This design comes from an exercise in tuning for small area, a short achievable clock period and few clock cycles per item on the open sky130 flow, not from production work. RTL that was checked went through simulation tests only; none was proved equivalent to the original. For run 3, only the layout was checked, not whether the RTL still works. Power is estimated from default activity; no workload was simulated.

### flow/config.mk
export PLATFORM = sky130hd
export DESIGN_NAME = kmp_substring_search_core
export DESIGN_NICKNAME = kmp_substring_search_core
export VERILOG_FILES = /design/flow/design.v
export SDC_FILE = /design/flow/constraint.sdc
export NUM_CORES = 4
export LEC_CHECK = 0
export ABC_CLOCK_PERIOD_IN_PS = 2500
export CAP_MARGIN = 5
export CORE_MARGIN = 2
export CORE_UTILIZATION = 40
export CTS_BUF_LIST = sky130_fd_sc_hd__clkbuf_16
export CTS_CLUSTER_DIAMETER = 100
export CTS_CLUSTER_SIZE = 30
export SETUP_SLACK_MARGIN = 3.8
export SLEW_MARGIN = 5
### flow/constraint.sdc
create_clock -name core_clock -period 6.0 [get_ports {clk_i}]
set_input_delay 1.2000 -clock core_clock [delete_from_list [all_inputs] [get_ports {clk_i}]]
set_output_delay 1.2000 -clock core_clock [all_outputs]
set_load 0.01 [all_outputs]
### flow/design.v
package kmp_pkg;
  localparam int MAX_PATTERN = 64;
  localparam int MAX_TEXT    = 65536;
  localparam int PAT_AW = $clog2(MAX_PATTERN);
  localparam int LEN_W  = $clog2(MAX_PATTERN + 1);
  localparam int TP_W   = $clog2(MAX_TEXT + 1);
  localparam int CHAR_W = 8;
  localparam int REQ_W  = 2;
  localparam int STAT_W = 3;
  localparam int POS_W  = 16;
  localparam int CNT_W  = 7;
  localparam logic [REQ_W-1:0] REQ_APPEND = 2'd0;
  localparam logic [REQ_W-1:0] REQ_TEXT   = 2'd1;
  localparam logic [REQ_W-1:0] REQ_START  = 2'd2;
  localparam logic [REQ_W-1:0] REQ_CLEAR  = 2'd3;
  localparam logic [STAT_W-1:0] ST_ACCEPT    = 3'd0;
  localparam logic [STAT_W-1:0] ST_NO_MATCH  = 3'd1;
  localparam logic [STAT_W-1:0] ST_MATCH     = 3'd2;
  localparam logic [STAT_W-1:0] ST_NOT_FOUND = 3'd3;
  localparam logic [STAT_W-1:0] ST_ERROR     = 3'd4;
  typedef struct packed {
    logic              pat_we;
    logic [PAT_AW-1:0] pat_waddr;
    logic [CHAR_W-1:0] pat_wdata;
    logic [PAT_AW-1:0] pat_raddr;
    logic              fail_we;
    logic [PAT_AW-1:0] fail_waddr;
    logic [PAT_AW-1:0] fail_wdata;
    logic [PAT_AW-1:0] fail_raddr;
  } mem_req_t;
  typedef struct packed {
    logic              valid;
    logic [STAT_W-1:0] status;
    logic [POS_W-1:0]  position;
    logic [CNT_W-1:0]  count;
  } res_t;
endpackage
module kmp_substring_search_core (
  input  logic                          clk_i,
  input  logic                          rst_ni,
  input  logic                          in_valid_i,
  output logic                          in_ready_o,
  input  logic [kmp_pkg::REQ_W-1:0]     req_type_i,
  input  logic [kmp_pkg::CHAR_W-1:0]    char_value_i,
  input  logic                          last_text_i,
  output logic                          out_valid_o,
  input  logic                          out_ready_i,
  output logic [kmp_pkg::STAT_W-1:0]    status_o,
  output logic [kmp_pkg::POS_W-1:0]     match_position_o,
  output logic [kmp_pkg::CNT_W-1:0]     pattern_count_o
);
  localparam int NP = kmp_pkg::MAX_PATTERN;
  logic o_v_q;
  logic hold, adv;
  logic sk_empty_q, sk_empty_d;
  logic rdy_q;
  logic xfer;
  assign hold = o_v_q & ~out_ready_i;
  assign adv  = ~hold;
  assign xfer = in_valid_i & rdy_q;
  assign sk_empty_d = adv | (sk_empty_q & ~xfer);
  always_ff @(posedge clk_i or negedge rst_ni) begin
    if (!rst_ni) rdy_q <= 1'b0;
    else         rdy_q <= sk_empty_d;
  end
  assign in_ready_o = rdy_q;
  logic       a_v_q;
  logic [1:0] a_t_q;
  logic [7:0] a_c_q;
  logic       a_l_q;
  logic [1:0] s_t_q;
  logic [7:0] s_c_q;
  logic       s_l_q;
  always_ff @(posedge clk_i or negedge rst_ni) begin
    if (!rst_ni) begin
      a_v_q      <= 1'b0;
      sk_empty_q <= 1'b1;
    end else begin
      if (adv) a_v_q <= ~sk_empty_q | xfer;
      sk_empty_q <= sk_empty_d;
    end
  end
  always_ff @(posedge clk_i) begin
    if (adv) begin
      if (!sk_empty_q) begin
        a_t_q <= s_t_q;
        a_c_q <= s_c_q;
        a_l_q <= s_l_q;
      end else begin
        a_t_q <= req_type_i;
        a_c_q <= char_value_i;
        a_l_q <= last_text_i;
      end
    end
    if (sk_empty_q) begin
      s_t_q <= req_type_i;
      s_c_q <= char_value_i;
      s_l_q <= last_text_i;
    end
  end
  logic [7:0]    q_q [NP];
  logic [NP-1:0] e_q;
  logic [6:0]    len_q;
  logic [NP-1:0] inj;       
  logic [NP-1:0] eq;
  logic [NP-1:0] e_nxt;
  logic          b_go, b_shift, b_txt, b_start, full, hit;
  assign full    = len_q[6];
  assign b_go    = a_v_q & adv;
  assign b_shift = b_go & (a_t_q == kmp_pkg::REQ_APPEND) & ~full;
  assign b_txt   = b_go & (a_t_q == kmp_pkg::REQ_TEXT);
  assign b_start = b_go & (a_t_q == kmp_pkg::REQ_START);
  always_comb begin
    for (int j = 0; j < NP - 1; j++) inj[j] = (len_q[5:0] == 6'(j + 1));
    inj[NP-1] = full;
    for (int j = 0; j < NP; j++) eq[j] = (q_q[j] == a_c_q);
    e_nxt = ({1'b0, e_q[NP-1:1]} | inj) & eq;
  end
  assign hit = e_nxt[0];
  always_ff @(posedge clk_i) begin
    if (b_shift) begin
      q_q[0] <= a_c_q;
      for (int j = 1; j < NP; j++) q_q[j] <= q_q[j-1];
    end
    if (b_start) e_q <= '0;
    else if (b_txt) e_q <= e_nxt;
    else if (b_shift) e_q <= {e_q[NP-2:0], 1'b0};
  end
  always_ff @(posedge clk_i or negedge rst_ni) begin
    if (!rst_ni) begin
      len_q <= '0;
    end else if (b_go && a_t_q == kmp_pkg::REQ_CLEAR) begin
      len_q <= '0;
    end else if (b_shift) begin
      len_q <= len_q + 7'd1;
    end
  end
  logic       c_v_q;
  logic [1:0] c_t_q;
  logic       c_l_q;
  logic       c_hit_q;
  logic       c_err_q;      
  logic [6:0] c_cnt_q;
  always_ff @(posedge clk_i or negedge rst_ni) begin
    if (!rst_ni) c_v_q <= 1'b0;
    else if (adv) c_v_q <= a_v_q;
  end
  always_ff @(posedge clk_i) begin
    if (adv) begin
      c_t_q   <= a_t_q;
      c_l_q   <= a_l_q;
      c_hit_q <= hit;
      c_err_q <= full;
      c_cnt_q <= (a_t_q == kmp_pkg::REQ_CLEAR) ? 7'd0 :
                 (a_t_q == kmp_pkg::REQ_APPEND && !full) ? len_q + 7'd1 : len_q;
    end
  end
  logic [16:0] tp_q;        
  logic        found_q;
  logic [15:0] fpos_q;
  logic        c_go;
  logic [16:0] tp_inc;
  logic [15:0] hit_pos;
  logic        cnt_zero;
  assign c_go     = c_v_q & adv;
  assign tp_inc   = tp_q + 17'd1;
  assign hit_pos  = tp_q[15:0] - {9'd0, c_cnt_q};
  assign cnt_zero = (c_cnt_q == '0);
  logic [2:0]  st;
  logic [15:0] pos;
  logic        f_set, f_clr, t_inc;
  always_comb begin
    st    = kmp_pkg::ST_ACCEPT;
    pos   = '0;
    f_set = 1'b0;
    f_clr = 1'b0;
    t_inc = 1'b0;
    unique case (c_t_q)
      kmp_pkg::REQ_APPEND: if (c_err_q) st = kmp_pkg::ST_ERROR;
      kmp_pkg::REQ_TEXT: begin
        if (found_q) begin
          st  = kmp_pkg::ST_MATCH;
          pos = fpos_q;
        end else if (cnt_zero) begin
          st    = kmp_pkg::ST_MATCH;
          f_set = 1'b1;
        end else if (tp_q[16] && tp_q[0]) begin    
          st = kmp_pkg::ST_ERROR;
        end else begin
          t_inc = 1'b1;
          if (c_hit_q) begin
            st    = kmp_pkg::ST_MATCH;
            pos   = hit_pos;
            f_set = 1'b1;
          end else begin
            st = c_l_q ? kmp_pkg::ST_NOT_FOUND : kmp_pkg::ST_NO_MATCH;
          end
        end
      end
      kmp_pkg::REQ_START: f_clr = 1'b1;
      default: ;
    endcase
  end
  always_ff @(posedge clk_i or negedge rst_ni) begin
    if (!rst_ni) begin
      tp_q    <= 17'd1;
      found_q <= 1'b0;
    end else if (c_go) begin
      if (f_clr) begin
        tp_q    <= 17'd1;
        found_q <= 1'b0;
      end else begin
        if (t_inc) tp_q <= tp_inc;
        if (f_set) found_q <= 1'b1;
      end
    end
  end
  always_ff @(posedge clk_i) begin
    if (c_go && f_set) fpos_q <= pos;
  end
  logic [2:0]  o_st_q;
  logic [15:0] o_pos_q;
  logic [6:0]  o_cnt_q;
  always_ff @(posedge clk_i or negedge rst_ni) begin
    if (!rst_ni) o_v_q <= 1'b0;
    else if (adv) o_v_q <= c_v_q;
  end
  always_ff @(posedge clk_i) begin
    if (adv) begin
      o_st_q  <= st;
      o_pos_q <= pos;
      o_cnt_q <= c_cnt_q;
    end
  end
  assign out_valid_o      = o_v_q;
  assign status_o         = o_st_q;
  assign match_position_o = o_pos_q;
  assign pattern_count_o  = o_cnt_q;
endmodule
### flow/run.sh
#!/bin/bash
# synth_recipe.tcl (not shown) runs the flow's synth.tcl, then flattens the netlist and writes it again
# the make line also repeats each setting of config.mk as NAME=value (left out here)
make -C /OpenROAD-flow-scripts/flow DESIGN_CONFIG=/design/flow/config.mk WORK_HOME=/design/flow/orfs CLKGATE_MAP_FILE= SYNTH_SCRIPT=/design/flow/synth_recipe.tcl finish
==> flow_summary.toml, run 1 <==
[outcome]
status = "complete, no violations"

[floorplan]
num_rows = 99
io-pin-count = 43
dieArea_sq_um = 75600
die_h_um = 275
start_util = 0.403
fp.dieW_um = 275
coreArea_sq_um = 72800

[power]
total_power_uw = 12500
p_leak_uw = 0.0102
powerDensity_nw_per_um2 = 379
peakVddDrop_uv = 264

[clocking]
clockBufferDepth = 3
cts_htree_levels = 1
ctsHoldBuffers = 0
clkTransAtPathRegs_ns = 0.11
cts_buffers = 28
clock-sinks = 682
clockRootBuffer = "clkbuf_16"
clkLatencyLatePin_ns = 0.64
cts_tree = "yes"

[route]
drt_iter0_drc = 1294
first_pass_iters = 5
vias = 16900
avgViaCountPerCell = 5.43
drtAntennaViolNets = 0
drcViolationCount = 0
wl_per_cell_um = 21.1
drt-total-wl_um = 65800

[finish]
final_nets = 2162
syn_to_final_growth_pct = 12.0
drive_gt1_frac = 0.114
n_antenna_cell = 0
final_cell_area_sq_um = 32900

[timing]
fmax_mhz = 418
finalMaxSlewViolations = 0
rsz0062_at_grt = "true"
tightest_slew_ns = 0.884
final-hold-violation-count = 0
relSlewSlack = 0.411
fin_crit_ns = 2.39
setup_viol = 0
finalCritPeriodShare = 0.399
clock_skew_ns = 0.0422

[global_routing]
grt_max_degree = 77
grt_usage = 0.172
grt_pass1_wl_um = 101000
grt_pass1_vias = 16900
antenna_found_initial = 1
grt_overflow = 0

[worst_setup_path]
worst-setup-path-type = "reg -> out"
worstPathMaxFanout = 1
regToRegStartpoint = "tp_q[0]$_DFFE_PN1P_"
crit_chain = "buf_2"
worstPathArrival_ns = 1.19
setup.worst_path.end_class = "primary output"
critPathTopFamily = "flip-flops"
crit_start = "o_st_q[0]$_DFFE_PN_"
crit_buf_inv = 1
startpoint_type = "flip-flop"
required_ns = 4.80
slowest_delay_ns = 0.41
slowest_stage = "edfxtp_1"

[synth]
postSynthCellCount = 2073
async_flop_share = 0.0440
ys.flop_type = "edfxtp_1"
syn-cell-area_sq_um = 29400
synth_edf_count = 577
synth.distinct_cells = 55
yosys_warnings = 2
synth_seq_area_share = 0.667
synth_fp_nets = 2102
syn_area_per_cell_sq_um = 14.2
ys_ff_latch = 682

[worst_hold_path]
min_from = "a_l_q$_DFFE_PN_"
hp-class = "reg -> reg"

[placement]
placed_area_sq_um = 30900
dpl.hpwl_um = 38700
finalWeightedCongestion = 0.817
io_buffer_count = 42

[job]
drv_cap = 0
[layout make-up]
cell class,instances,area (sq um)
Tap cell,959,1200
Inverter,24,93.8
Fill cell,6365,39900
Clock buffer,29,726
Clock inverter,23,133
Timing Repair inverter,1,7.51
Timing Repair Buffer,138,1540
Sequential cell,682,19600
Multi-Input combinational cell,1258,9620
[path summary, 6_finish.rpt]
path,endpoint,slack [ns],cells after the start
max in group asynchronous,o_v_q$_DFFE_PN0N_,4.62,2
min reg2reg,c_l_q$_DFFE_PN_,0.43,0
max reg2reg,fpos_q[12]$_DFFE_PP_,3.81,8
min,c_l_q$_DFFE_PN_,0.43,0
max,status_o[0],3.61,1
min in group asynchronous,len_q[2]$_DFFE_PN0P_,1.01,2
[where the power goes]
part	total (uW)	internal, uW	switching, uW
logic	3740	1570	2170
registers	6340	5920	420
clock network	2390	914	1480
total	12500	8410	4070
[layer usage]
layer,routed length (um),global-route usage,share of wire,vias up
met5,13,0,0.00020,-
met4,1300,0.0327,0.020,2
met3,3600,0.0218,0.055,77
met2,31000,0.280,0.47,455
met1,29900,0.248,0.45,8619
li1,-,-,-,7756
[synth_stat cells, types with 2 or more instances]
| cell | n | area (sq um) |
|---|---|---|
| a21o_1 | 2 | 15.0 |
| a21oi_1 | 54 | 270 |
| a22o_1 | 4 | 35.0 |
| a22oi_1 | 3 | 22.5 |
| a31oi_1 | 37 | 231 |
| a32oi_1 | 8 | 70.1 |
| a41oi_1 | 2 | 17.5 |
| and2_1 | 9 | 56.3 |
| and3_1 | 4 | 25.0 |
| buf_1 | 27 | 101 |
| buf_2 | 36 | 180 |
| clkbuf_1 | 51 | 191 |
| dfrtp_1 | 28 | 701 |
| dfstp_2 | 2 | 52.6 |
| dfxtp_1 | 75 | 1500 |
| edfxtp_1 | 577 | 17300 |
| ha_1 | 13 | 163 |
| inv_1 | 24 | 90.1 |
| mux2_2 | 11 | 124 |
| mux2i_1 | 71 | 711 |
| nand2_1 | 68 | 255 |
| nand2b_1 | 5 | 31.3 |
| nand3_1 | 19 | 95.1 |
| nand3b_1 | 5 | 37.5 |
| nand4_1 | 125 | 782 |
| nor2_1 | 42 | 158 |
| nor2b_1 | 13 | 81.3 |
| nor3_1 | 83 | 415 |
| nor4_1 | 13 | 81.3 |
| o2111a_1 | 2 | 22.5 |
| o2111ai_1 | 5 | 43.8 |
| o211ai_2 | 2 | 25.0 |
| o21a_1 | 3 | 22.5 |
| o21ai_0 | 66 | 330 |
| o2bb2ai_1 | 30 | 263 |
| o31ai_1 | 10 | 75.1 |
| o32ai_1 | 3 | 26.3 |
| or2_2 | 2 | 12.5 |
| or3_1 | 5 | 31.3 |
| or4_1 | 4 | 30.0 |
| xnor2_1 | 484 | 4240 |
| xor2_1 | 33 | 289 |
[cell families (layout without fill, tap and decap cells)]
family                   after synthesis  after routing  share of synthesized area
AO/OA/AOI/OAI                        238            241                     0.0529
XOR/XNOR                             517            517                      0.154
adder cells (fa/ha/maj)               14             14                    0.00622
buffers and inverters                138            215                     0.0192
flip-flops                           682            682                      0.667
multiplexers                          82             82                     0.0284
AND/OR/NAND/NOR                      402            404                     0.0727
[flip-flops by register name, summed over array words and instances, names as in the netlist, 2 cells and up]
signal and cells:
a_c_q 8, tp_q 17, fpos_q 16, len_q 7, o_pos_q 16, q_q 512
s_c_q 8, a_t_q 2, e_q 64, s_t_q 2, o_st_q 3, c_cnt_q 7
o_cnt_q 7, c_t_q 2
[placed cells by master (no fill, tap or decap), drive strengths merged, types with 4 or more instances in the layout]
master	instances
nor4	13
or4	4
buf	119
or3	5
nand3b	5
nand3	19
edfxtp	577
nor2	42
o2bb2ai	30
nor3	83
a22o	4
nand2	68
nand2b	7
mux2i	71
a21oi	54
clkbuf	32
and2	9
a21o	5
a31oi	37
o2111ai	5
nor2b	13
ha	13
xor2	33
nand4	125
dfxtp	75
inv	43
o31ai	10
mux2	11
a32oi	8
xnor2	484
dfrtp	28
and3	4
clkdlybuf4s50	13
o21ai	66
[through the flow]
step / hold WS [ns] / std cells / utilization / setup TNS, ns / worst slack, ns
finish: 0.434 / 3114 / 0.452 / 0 / 3.61
detailed placement: 0.419 / 2994 / 0.424 / 0 / 1.62
CTS: 0.435 / 3093 / 0.447 / 0 / 3.55
global placement: 0.417 / 2994 / 0.424 / 0 / 1.75
floorplan: 0.400 / 2073 / - / -2037.46 / -3.96
global route: 0.450 / 3114 / 0.452 / 0 / 3.54
[repair_timing]
item                                    in CTS  in global routing
pin swaps                                    8                 12
gates cloned                                15                  1
buffers inserted                            32                 20
gates resized for setup                    179                 53
endpoints found under the setup margin     671                443
Testbench counts, summed over its fixed seeds: cycles 21,147, items 21,123.
==> inputs of run 2 (changes only) <==
--- a/flow/design.v
+++ b/flow/design.v
@@ -105,9 +105,15 @@
   logic [NP-1:0] eq;
   logic [NP-1:0] e_nxt;
   logic          b_go, b_shift, b_txt, b_start, full, hit;
+  logic          q_shift, qdone_q;
   assign full    = len_q[6];
   assign b_go    = a_v_q & adv;
   assign b_shift = b_go & (a_t_q == kmp_pkg::REQ_APPEND) & ~full;
+  assign q_shift = a_v_q & (a_t_q == kmp_pkg::REQ_APPEND) & ~full & ~qdone_q;
+  always_ff @(posedge clk_i or negedge rst_ni) begin
+    if (!rst_ni) qdone_q <= 1'b0;
+    else         qdone_q <= hold & (qdone_q | q_shift);
+  end
   assign b_txt   = b_go & (a_t_q == kmp_pkg::REQ_TEXT);
   assign b_start = b_go & (a_t_q == kmp_pkg::REQ_START);
   always_comb begin
@@ -118,7 +124,7 @@
   end
   assign hit = e_nxt[0];
   always_ff @(posedge clk_i) begin
-    if (b_shift) begin
+    if (q_shift) begin
       q_q[0] <= a_c_q;
       for (int j = 1; j < NP; j++) q_q[j] <= q_q[j-1];
     end
--- a/flow/config.mk
+++ b/flow/config.mk
@@ -6,11 +6,11 @@
 export NUM_CORES = 4
 export LEC_CHECK = 0
 export ABC_CLOCK_PERIOD_IN_PS = 2500
-export CAP_MARGIN = 5
+export CAP_MARGIN = 20
 export CORE_MARGIN = 2
 export CORE_UTILIZATION = 40
 export CTS_BUF_LIST = sky130_fd_sc_hd__clkbuf_16
 export CTS_CLUSTER_DIAMETER = 100
 export CTS_CLUSTER_SIZE = 30
 export SETUP_SLACK_MARGIN = 3.8
-export SLEW_MARGIN = 5
+export SLEW_MARGIN = 20
==> flow_summary.toml, run 2 <==
[synth]
synth_top_area_cell = "edfxtp_1"
synthMuxAreaShare = 0.0268
yosys.area_share.xor_xnor = 0.161
synth_compound_area_frac = 0.0427
synth_top_family_by_area = "XOR/XNOR gates"
postSynthCellCount = 2054
ys_ff_latch = 683
synth_adder_area_share = 0.00625
synth.top_cells.by_count = "577 x edfxtp_1, 511 x xnor2_1, 132 x nand4_1"
syn-cell-area_sq_um = 29200
yosys_warnings = 2
yosys.area.top_type_share = 0.592
synth_most_common_cell = "edfxtp_1"
async_flop_share = 0.0454
synth.distinct_cells = 58
syn_area_per_cell_sq_um = 14.2
synthSimpleGateAreaFrac = 0.0755
ys.flop_type = "edfxtp_1"
synth_edf_count = 577
synth_area_leaders = "edfxtp_1 59%, xnor2_1 15%, dfxtp_1 5.1%"
synth_seq_area_share = 0.670
synth_fp_nets = 2083

[route]
avgViaCountPerCell = 5.35
vias = 16600
wl_per_cell_um = 21.0
first_pass_iters = 5
drt_iter0_drc = 1268
drt-total-wl_um = 65100
drcViolationCount = 0
drtAntennaViolNets = 0

[job]
drv_cap = 0

[finish]
final_common_cell = "edfxtp_1"
final_nets = 2142
final_cell_count_no_fill = 3094
regMostFlops = "q_q"
drive_gt1_frac = 0.129
layout_common_cells = "577 x edfxtp_1, 511 x xnor2_1, 132 x nand4_1, 102 x nor2_1, 75 x dfxtp_1"
n_antenna_cell = 0
reg_top3 = "q_q: 512 flops, e_q: 64 flops, tp_q: 17 flops"
fill_cells = 6315
largest_register_ffs = 512
syn_to_final_growth_pct = 13.7

[clocking]
cts_buffers = 29
clockBufferDepth = 3
clock-sinks = 683
clkTransAtPathRegs_ns = 0.11
cts_tree = "yes"
ctsHoldBuffers = 0
cts_htree_levels = 1
clkLatencyLatePin_ns = 0.62
clockRootBuffer = "clkbuf_16"

[timing]
fin_crit_ns = 2.45
finalMaxSlewViolations = 0
clock_skew_ns = 0.0298
final-hold-violation-count = 0
rsz0062_at_grt = "true"
finalCritPeriodShare = 0.409
relSlewSlack = 0.480
tightest_slew_ns = 0.780
setup_viol = 0
fmax_mhz = 408

[worst_setup_path]
crit_chain = "buf_2"
setup.worst_path.end_class = "primary output"
critPathTopFamily = "flip-flops"
worstPathMaxFanout = 1
reg2reg_to = "o_pos_q[14]$_DFFE_PN_"
ff2ff_setup_slack_ns = 3.68
rr_worst_depth = 9
worst-setup-path-type = "reg -> out"
crit_buf_inv = 1
regToRegStartpoint = "tp_q[0]$_DFFE_PN1P_"
startpoint_type = "flip-flop"
slowest_delay_ns = 0.46
required_ns = 4.80
worstPathArrival_ns = 1.25
slowest_stage = "edfxtp_1"

[floorplan]
dieArea_sq_um = 75300
io-pin-count = 43
coreArea_sq_um = 72700
num_rows = 99
die_h_um = 274
start_util = 0.402
fp.dieW_um = 274

[worst_hold_path]
min_to = "q_q[35][7]$_DFFE_PP_"
hp-class = "reg -> reg"
min_from = "q_q[34][7]$_DFFE_PP_"
worstHoldPathCells = 0

[placement]
finalWeightedCongestion = 0.770
dpl.hpwl_um = 36500
place_inst = 2971
io_buffer_count = 42

[global_routing]
grt_usage = 0.169
grt_overflow = 0
grt_pass1_wl_um = 99100
grt_max_degree = 105
grt_pass1_vias = 16700
antenna_found_initial = 0

[power]
total_power_uw = 14200
peakVddDrop_uv = 253
powerDensity_nw_per_um2 = 426
p_leak_uw = 0.0107

[outcome]
status = "complete, no violations"
[run 2: metal layers]
layer / track usage / share of wire / vias to the layer above
met5: 0 / 0 / -
met4: 0.0362 / 0.019 / 0
met3: 0.0177 / 0.042 / 71
met2: 0.276 / 0.47 / 341
met1: 0.244 / 0.47 / 8516
li1: - / - / 7626
[run 2: cell families (layout without fill, tap and decap cells)]
logic type / count (synthesis) / count (layout)
flops: 683 / 683
simple gates: 419 / 422
fa+ha+maj: 14 / 14
buf+inv: 125 / 203
xor+xnor: 539 / 539
compound gates: 200 / 200
mux: 74 / 74
[run 2: per-stage QoR]
step                 util  cell area [sq um]  TNS (ns)  hold WS, ns  setup WS [ns]
detailed placement  0.425              30900         0        0.450           2.12
floorplan               -              29500  -1691.46        0.400          -3.30
global route        0.457              33200         0        0.472           3.52
CTS                 0.450              32700         0        0.470           3.54
finish              0.457              33200         0        0.467           3.55
global placement    0.424              30900         0        0.434           2.19
[run 2: area by class of cell]
class | count | area (sq um) | area share
Clock buffer | 29 | 726 | 0.0218
Clock inverter | 24 | 174 | 0.00523
Multi-Input combinational cell | 1249 | 9770 | 0.294
Inverter | 14 | 52.6 | 0.00158
Timing Repair Buffer | 136 | 1710 | 0.0515
Tap cell | 959 | 1200 | 0.0361
Sequential cell | 683 | 19600 | 0.590
[run 2: report_power, final]
| group | internal (uW) | leakage (uW) | total, uW | switching, uW |
|---|---|---|---|---|
| registers | 6450 | 0.00640 | 7140 | 693 |
| clock network | 928 | 0.000489 | 2420 | 1490 |
| logic | 2120 | 0.00386 | 4610 | 2490 |
| total | 9500 | 0.0107 | 14200 | 4670 |
[run 2: worst max path at each step]
stage                            to            startpoint  slack [ns]  cells past startpoint
3_5_place_dp   e_q[36]$_SDFFE_PP0P_           out_ready_i        2.12                      8
2_1_floorplan   q_q[0][0]$_DFFE_PP_  len_q[6]$_DFFE_PN0P_       -3.30                      5
5_1_grt          pattern_count_o[4]  o_cnt_q[4]$_DFFE_PN_        3.52                      1
4_1_cts          pattern_count_o[4]  o_cnt_q[4]$_DFFE_PN_        3.54                      1
3_3_place_gp   e_q[36]$_SDFFE_PP0P_           out_ready_i        2.19                      8
6_report         pattern_count_o[6]  o_cnt_q[6]$_DFFE_PN_        3.55                      1
[run 2: repair_timing]
item | 4_1_cts | 5_1_grt
endpoints found under the setup margin | 697 | 491
cloned | 13 | 5
setup buffers | 38 | 14
pin swaps | 17 | 25
gates resized for setup | 223 | 59
Testbench counts of run 2, summed over its fixed seeds: cycles 21,147, items 21,123.
==> inputs of run 3 (changes only) <==
--- a/flow/design.v
+++ b/flow/design.v
@@ -161,7 +161,9 @@
                  (a_t_q == kmp_pkg::REQ_APPEND && !full) ? len_q + 7'd1 : len_q;
     end
   end
-  logic [16:0] tp_q;        
+  logic [16:0] tpx_q;
+  logic [16:0] tp_q;
+  assign tp_q = {tpx_q[16:1], ~tpx_q[0]};
   logic        found_q;
   logic [15:0] fpos_q;
   logic        c_go;
@@ -209,14 +211,14 @@
   end
   always_ff @(posedge clk_i or negedge rst_ni) begin
     if (!rst_ni) begin
-      tp_q    <= 17'd1;
+      tpx_q   <= '0;
       found_q <= 1'b0;
     end else if (c_go) begin
       if (f_clr) begin
-        tp_q    <= 17'd1;
+        tpx_q   <= '0;
         found_q <= 1'b0;
       end else begin
-        if (t_inc) tp_q <= tp_inc;
+        if (t_inc) tpx_q <= {tp_inc[16:1], ~tp_inc[0]};
         if (f_set) found_q <= 1'b1;
       end
     end
@@ -231,8 +233,12 @@
     if (!rst_ni) o_v_q <= 1'b0;
     else if (adv) o_v_q <= c_v_q;
   end
-  always_ff @(posedge clk_i) begin
-    if (adv) begin
+  always_ff @(posedge clk_i or negedge rst_ni) begin
+    if (!rst_ni) begin
+      o_st_q  <= '0;
+      o_pos_q <= '0;
+      o_cnt_q <= '0;
+    end else if (adv) begin
       o_st_q  <= st;
       o_pos_q <= pos;
       o_cnt_q <= c_cnt_q;
==> flow_summary.toml, run 3 <==
[outcome]
status = "complete, no violations"

[placement]
placed_area_sq_um = 31400
finalWeightedCongestion = 0.857
dpl_worst_slack_ns = 2.32
io_buffer_count = 42
dpl.hpwl_um = 40200

[finish]
largest_register_ffs = 512
reg_top3 = "q_q: 512 flops, e_q: 64 flops, tpx_q: 17 flops"
drive_gt1_frac = 0.151
n_antenna_cell = 0
layout_common_cells = "551 x edfxtp_1, 515 x xnor2_1, 139 x nand4_1, 118 x a21oi_1, 93 x nor2_1"
final_cell_area_sq_um = 33800
syn_to_final_growth_pct = 12.7
multi_input_comb_area_sq_um = 10400
regMostFlops = "q_q"
fill_cells = 6637
final_nets = 2282
final_common_cell = "edfxtp_1"
seq_area_sq_um = 19500

[synth]
synth.distinct_cells = 66
postSynthCellCount = 2196
synth.top_cells.by_count = "551 x edfxtp_1, 515 x xnor2_1, 139 x nand4_1"
ys.flop_type = "edfxtp_1"
async_flop_share = 0.0835
syn-cell-area_sq_um = 30000
synth_seq_area_share = 0.650
yosys.area.top_type_share = 0.552
ys_ff_latch = 683
synth_fp_nets = 2225
synth_edf_count = 551
synth_area_leaders = "edfxtp_1 55%, xnor2_1 15%, dfxtp_1 5.0%"
synth_top_area_cell = "edfxtp_1"
syn_area_per_cell_sq_um = 13.6
synth_most_common_cell = "edfxtp_1"
yosys_warnings = 2

[global_routing]
antenna_found_initial = 0
grt_max_degree = 90
grt_usage = 0.181
grt_overflow = 0
grt_pass1_wl_um = 109000
grt_pass1_vias = 17900

[worst_setup_path]
reg2reg_to = "o_pos_q[14]$_DFFE_PN0N_"
critPathTopFamily = "flip-flops"
setup.worst_path.end_class = "primary output"
slowest_delay_ns = 0.43
worstPathArrival_ns = 1.20
worst-setup-path-type = "reg -> out"
crit_buf_inv = 1
crit_chain = "buf_2"
required_ns = 4.80
regToRegStartpoint = "c_cnt_q[1]$_SDFFCE_PN0N_"
slowest_stage = "dfrtp_1"
rr_worst_depth = 7
worstPathMaxFanout = 2
ff2ff_setup_slack_ns = 3.72
startpoint_type = "flip-flop"

[floorplan]
coreArea_sq_um = 74300
fp.dieW_um = 278
num_rows = 100
start_util = 0.403
dieArea_sq_um = 77100
die_h_um = 278
io-pin-count = 43

[power]
peakVddDrop_uv = 257
p_leak_uw = 0.0110
powerDensity_nw_per_um2 = 414

[timing]
relSlewSlack = 0.482
fin_crit_ns = 2.40
finalCritPeriodShare = 0.400
rsz0062_at_grt = "true"
worst_slack_ns = 3.60
tightest_slew_ns = 0.775
setup_tns_ns = 0
fmax_mhz = 417
final-hold-violation-count = 0
finalMaxSlewViolations = 0
clock_skew_ns = 0.0289
setup_viol = 0

[clocking]
clockBufferDepth = 3
clockRootBuffer = "clkbuf_16"
cts_buffers = 27
clock-sinks = 683
cts_htree_levels = 1
cts_tree = "yes"
clkLatencyLatePin_ns = 0.63
clkTransAtPathRegs_ns = 0.12
ctsHoldBuffers = 0

[route]
vias = 17700
drcViolationCount = 0
drt-total-wl_um = 70600
avgViaCountPerCell = 5.46
drt_iter0_drc = 1572
wl_per_cell_um = 21.8
first_pass_iters = 8
drtAntennaViolNets = 0

[worst_hold_path]
min_to = "c_l_q$_DFFE_PN_"
min_from = "a_l_q$_DFFE_PN_"
worstHoldPathCells = 0
hp-class = "reg -> reg"

[job]
drv_cap = 0
[run 3: changes by cell type in the layout (fill, tap and decap cells not counted), sizes merged, moves of 15 or more]
cell	delta
xor2	-15
a211oi	-15
nor3	-33
dfrtp	+27
buf	+27
o31a	+25
mux2	+17
nand2	+35
edfxtp	-26
a21oi	+61
nor4	+31
a31oi	-26
[run 3: final cells by class]
class                   instances  share of cell area
flip-flops and latches        683               0.577
multi-input cells            1364               0.309
repair buffers                159              0.0524
well taps                     969              0.0359
clock buffers                  27              0.0200
clock inverters                22             0.00326
inverters                      16             0.00215
repair inverters                2            0.000519
[run 3: per-stage QoR]
stage	instances	hold slack (ns)	power, uW	util
after floorplan	2196	0.400	10100	-
after global placement	3103	0.412	11000	0.423
after detailed placement	3103	0.406	11100	0.423
after CTS	3219	0.435	13900	0.449
after global routing	3242	0.440	14700	0.454
final	3242	0.435	14000	0.454
[run 3: per-layer routing]
metal  vias to the layer above  global-route usage  wire length (um)
li1                       8149                   -                 -
met1                      8982               0.260             31800
met2                       492               0.299             33800
met3                        68              0.0231              3900
met4                         0              0.0298              1080
met5                         -                   0                 0
[run 3: how the worst max path moves through the flow]
stage	depth (start not counted)	endpoint	startpoint	slack, ns
after floorplan	4	q_q[0][0]$_DFFE_PP_	a_t_q[1]$_DFFE_PN_	-2.85
after global placement	8	e_q[26]$_SDFFE_PP0P_	out_ready_i	2.35
after detailed placement	8	e_q[15]$_SDFFE_PP0P_	out_ready_i	2.32
after CTS	1	status_o[1]	o_st_q[1]$_DFFE_PN0N_	3.57
after global routing	1	status_o[2]	o_st_q[2]$_DFFE_PN0N_	3.56
final	1	status_o[1]	o_st_q[1]$_DFFE_PN0N_	3.60
[run 3: cell families after synthesis]
logic type	Yosys count	share of synthesized area
buffers and inverters	151	0.0201
muxes	87	0.0312
and+or+nand+nor	478	0.0855
adders and majority gates	14	0.00610
xor gates and xnor gates	528	0.154
DFF	683	0.650
AOI/OAI and AO/OA	255	0.0525
[run 3: repair_timing]
item | 4_1_cts | 5_1_grt
buffers inserted | 51 | 23
hold endpoints to repair | 0 | 0
setup endpoints to repair | 671 | 276
pin swaps | 20 | 15
cloned | 16 | 0
gates resized for setup | 238 | 54
[run 3: report_power, final]
group	internal (uW)	total (uW)	switching, uW
clock	846	2300	1460
combinational	2080	4630	2560
sequential	6360	7050	693
==> inputs of run 4 (changes only) <==
--- a/flow/design.v
+++ b/flow/design.v
@@ -233,12 +233,8 @@
     if (!rst_ni) o_v_q <= 1'b0;
     else if (adv) o_v_q <= c_v_q;
   end
-  always_ff @(posedge clk_i or negedge rst_ni) begin
-    if (!rst_ni) begin
-      o_st_q  <= '0;
-      o_pos_q <= '0;
-      o_cnt_q <= '0;
-    end else if (adv) begin
+  always_ff @(posedge clk_i) begin
+    if (adv) begin
       o_st_q  <= st;
       o_pos_q <= pos;
       o_cnt_q <= c_cnt_q;
--- a/flow/config.mk
+++ b/flow/config.mk
@@ -8,7 +8,7 @@
 export ABC_CLOCK_PERIOD_IN_PS = 2500
 export CAP_MARGIN = 20
 export CORE_MARGIN = 2
-export CORE_UTILIZATION = 40
+export CORE_UTILIZATION = 50
 export CTS_BUF_LIST = sky130_fd_sc_hd__clkbuf_16
 export CTS_CLUSTER_DIAMETER = 100
 export CTS_CLUSTER_SIZE = 30
==> flow_summary.toml, run 4 <==
[route]
avgViaCountPerCell = 5.72
vias = 16600
wl_per_cell_um = 21.8
first_pass_iters = 5
drt-total-wl_um = 63300
drtAntennaViolNets = 0
drcViolationCount = 0
drt_iter0_drc = 1373

[worst_setup_path]
setup.worst_path.end_class = "primary output"
slowest_delay_ns = 0.41
crit_chain = "buf_2"
crit_buf_inv = 1
startpoint_type = "flip-flop"
worstPathArrival_ns = 1.18
worstPathMaxFanout = 2
worst-setup-path-type = "reg -> out"
required_ns = 4.80
critPathTopFamily = "flip-flops"
slowest_stage = "dfrtp_1"

[floorplan]
dieArea_sq_um = 60600
io-pin-count = 43
num_rows = 88
die_h_um = 246
coreArea_sq_um = 57800
start_util = 0.507
fp.dieW_um = 246

[synth]
ys_ff_latch = 683
synth_edf_count = 577
synth_seq_area_share = 0.669
synth.top_cells.by_count = "577 x edfxtp_1, 303 x xor2_1, 220 x xnor2_1"
yosys_warnings = 2
synth_most_common_cell = "edfxtp_1"
synth_top_area_cell = "edfxtp_1"
ys.flop_type = "edfxtp_1"
synth_area_leaders = "edfxtp_1 59%, xor2_1 9.1%, xnor2_1 6.6%"
postSynthCellCount = 2080
synth_fp_nets = 2109
yosys.area.top_type_share = 0.591
synth.distinct_cells = 58
syn_area_per_cell_sq_um = 14.1
async_flop_share = 0.0454
syn-cell-area_sq_um = 29300

[outcome]
status = "complete, no violations"

[global_routing]
grt_pass1_vias = 16500
grt_overflow = 0
use_met3 = 0.0288
grt_pass1_wl_um = 96600
busiest_layer = "met2"
grt_max_degree = 83
grt_use_met2 = 0.344
grt_usage = 0.206
use_met1 = 0.285
antenna_found_initial = 0

[timing]
tightest_slew_ns = 1.04
fin_crit_ns = 2.38
final-hold-violation-count = 0
finalMaxSlewViolations = 0
worst_slack_ns = 3.62
setup_viol = 0
rsz0062_at_grt = "true"
clock_skew_ns = 0.0422
fmax_mhz = 420
finalCritPeriodShare = 0.397
relSlewSlack = 0.302

[power]
p_leak_uw = 0.0108
peakVddDrop_uv = 262
powerDensity_nw_per_um2 = 402

[clocking]
clkTransAtPathRegs_ns = 0.11
clockRootBuffer = "clkbuf_16"
cts_htree_levels = 1
clockBufferDepth = 3
clkLatencyLatePin_ns = 0.63
cts_tree = "yes"
cts_buffers = 29
clock-sinks = 683

[finish]
regMostFlops = "q_q"
final_common_cell = "edfxtp_1"
drive_gt1_frac = 0.111
largest_register_ffs = 512
layout_common_cells = "577 x edfxtp_1, 303 x xor2_1, 220 x xnor2_1, 86 x o21ai_0, 76 x nor2_1"
syn_to_final_growth_pct = 10.4
final_cell_count_no_fill = 2905
n_antenna_cell = 0
reg_top3 = "q_q: 512 flops, e_q: 64 flops, tpx_q: 17 flops"
final_nets = 2147
final_core_util = 0.560

[job]
drv_cap = 0

[placement]
finalWeightedCongestion = 0.819
io_buffer_count = 42
dpl_worst_slack_ns = 1.62
dpl.hpwl_um = 37200
place_inst = 2799

[worst_hold_path]
hp-class = "reg -> reg"
## run 4: changes by cell type after synthesis, moves of 41 or more
cell,change
a21oi_1,-72
mux2_2,-41
nand3_1,+45
nand4_1,-76
o21ai_0,+62
xnor2_1,-295
xor2_1,+290
## run 4: logic make-up after synthesis
family,share of synthesized area
DFF,0.669
xor gates and xnor gates,0.156
and+or+nand+nor,0.0784
AOI/OAI and AO/OA,0.0439
buffers and inverters,0.0187
muxes,0.0275
adders and majority gates,0.00623
## run 4: final timing paths
check | start | to | slack [ns] | depth (start not counted)
hold reg to reg | a_l_q$_DFFE_PN_ | c_l_q$_DFFE_PN_ | 0.43 | 0
hold / removal | a_l_q$_DFFE_PN_ | c_l_q$_DFFE_PN_ | 0.43 | 0
max in group asynchronous | rst_ni | o_v_q$_DFFE_PN0N_ | 4.78 | 1
setup / recovery | rdy_q$_DFF_PN0_ | in_ready_o | 3.62 | 1
setup reg to reg | c_cnt_q[0]$_SDFFCE_PN0N_ | o_pos_q[14]$_DFFE_PN_ | 3.78 | 7
min in group asynchronous | rst_ni | len_q[0]$_DFFE_PN0P_ | 0.66 | 1
## run 4: area by class of cell
cell class                      instances  area [sq um]
Clock buffer                           30           751
Clock inverter                         23           168
Fill cell                            4675         25400
Inverter                               20          75.1
Multi-Input combinational cell       1268          9610
Sequential cell                       683         19600
Tap cell                              765           957
Timing Repair Buffer                  116          1180
## run 4: timing repair
action,in CTS,in global routing
pin swaps,13,5
gates cloned,7,1
hold buffers,0,0
setup buffers,33,12
resized for setup,175,49
setup endpoints to repair,660,122
## run 4: report_power, final
| part | switching [uW] | internal (uW) |
|---|---|---|
| clock | 1480 | 952 |
| combinational | 2250 | 1470 |
| sequential | 568 | 6300 |
| total | 4300 | 8720 |
## run 4: per-layer routing
| layer | share of wire | up-vias |
|---|---|---|
| met5 | 0 | - |
| met4 | 0.021 | 0 |
| met3 | 0.047 | 73 |
| met2 | 0.49 | 359 |
| met1 | 0.45 | 8502 |
| li1 | - | 7685 |
## run 4: stage by stage
stage | hold slack (ns) | area, sq um | total power [uW] | setup TNS, ns
6_report | 0.430 | 32400 | 13000 | 0
3_5_place_dp | 0.405 | 30600 | 10300 | 0
3_3_place_gp | 0.407 | 30600 | 10200 | 0
2_1_floorplan | 0.400 | 29500 | 9400 | -1461.69
4_1_cts | 0.432 | 32100 | 13000 | 0
5_1_grt | 0.447 | 32400 | 13700 | 0
Testbench counts of run 4, summed over its fixed seeds: cycles 21,147, items 21,123.

[afterwards: timing with drivers on the ports]
How much do the figures lean on ideal ports? The routed layouts below were timed once more, with nothing changed but the port constraints.
Step 1: set_driving_cell puts a clkbuf_16 on clk_i and a buf_2 on each other input, an assumption about the parent block.
Step 2 adds t to the input delays and takes it off the output delays; t is the mean of the earliest and latest rising clock arrival at the registers after step 1. Input paths then give back, and output paths get back, about the clock's delay inside the block.
a / b / c = no drivers / after step 1 / after step 2; a / b = the first two.
| run | t (ns) | setup slack, ns | hold slack, ns | worst setup path at the end | latest minus earliest clock arrival (ns) |
|---|---|---|---|---|---|
| run 1 | 0.682 | 3.607 / 3.542 / 3.188 | 0.434 / 0.434 / 0.434 | input to register | 0.043 / 0.042 |
| run 2 | 0.673 | 3.548 / 3.486 / 3.183 | 0.467 / 0.467 / 0.467 | input to register | 0.034 / 0.034 |
| run 3 | 0.673 | 3.600 / 3.539 / 3.221 | 0.435 / 0.435 / 0.435 | input to register | 0.031 / 0.031 |
| run 4 | 0.679 | 3.617 / 3.553 / 3.205 | 0.430 / 0.430 / 0.430 | input to register | 0.049 / 0.048 |
After both steps setup and hold are still met in every run listed. For run 1, which loses most, drivers alone change the setup slack by -0.065 ns; drivers and shift together by -0.419 ns.
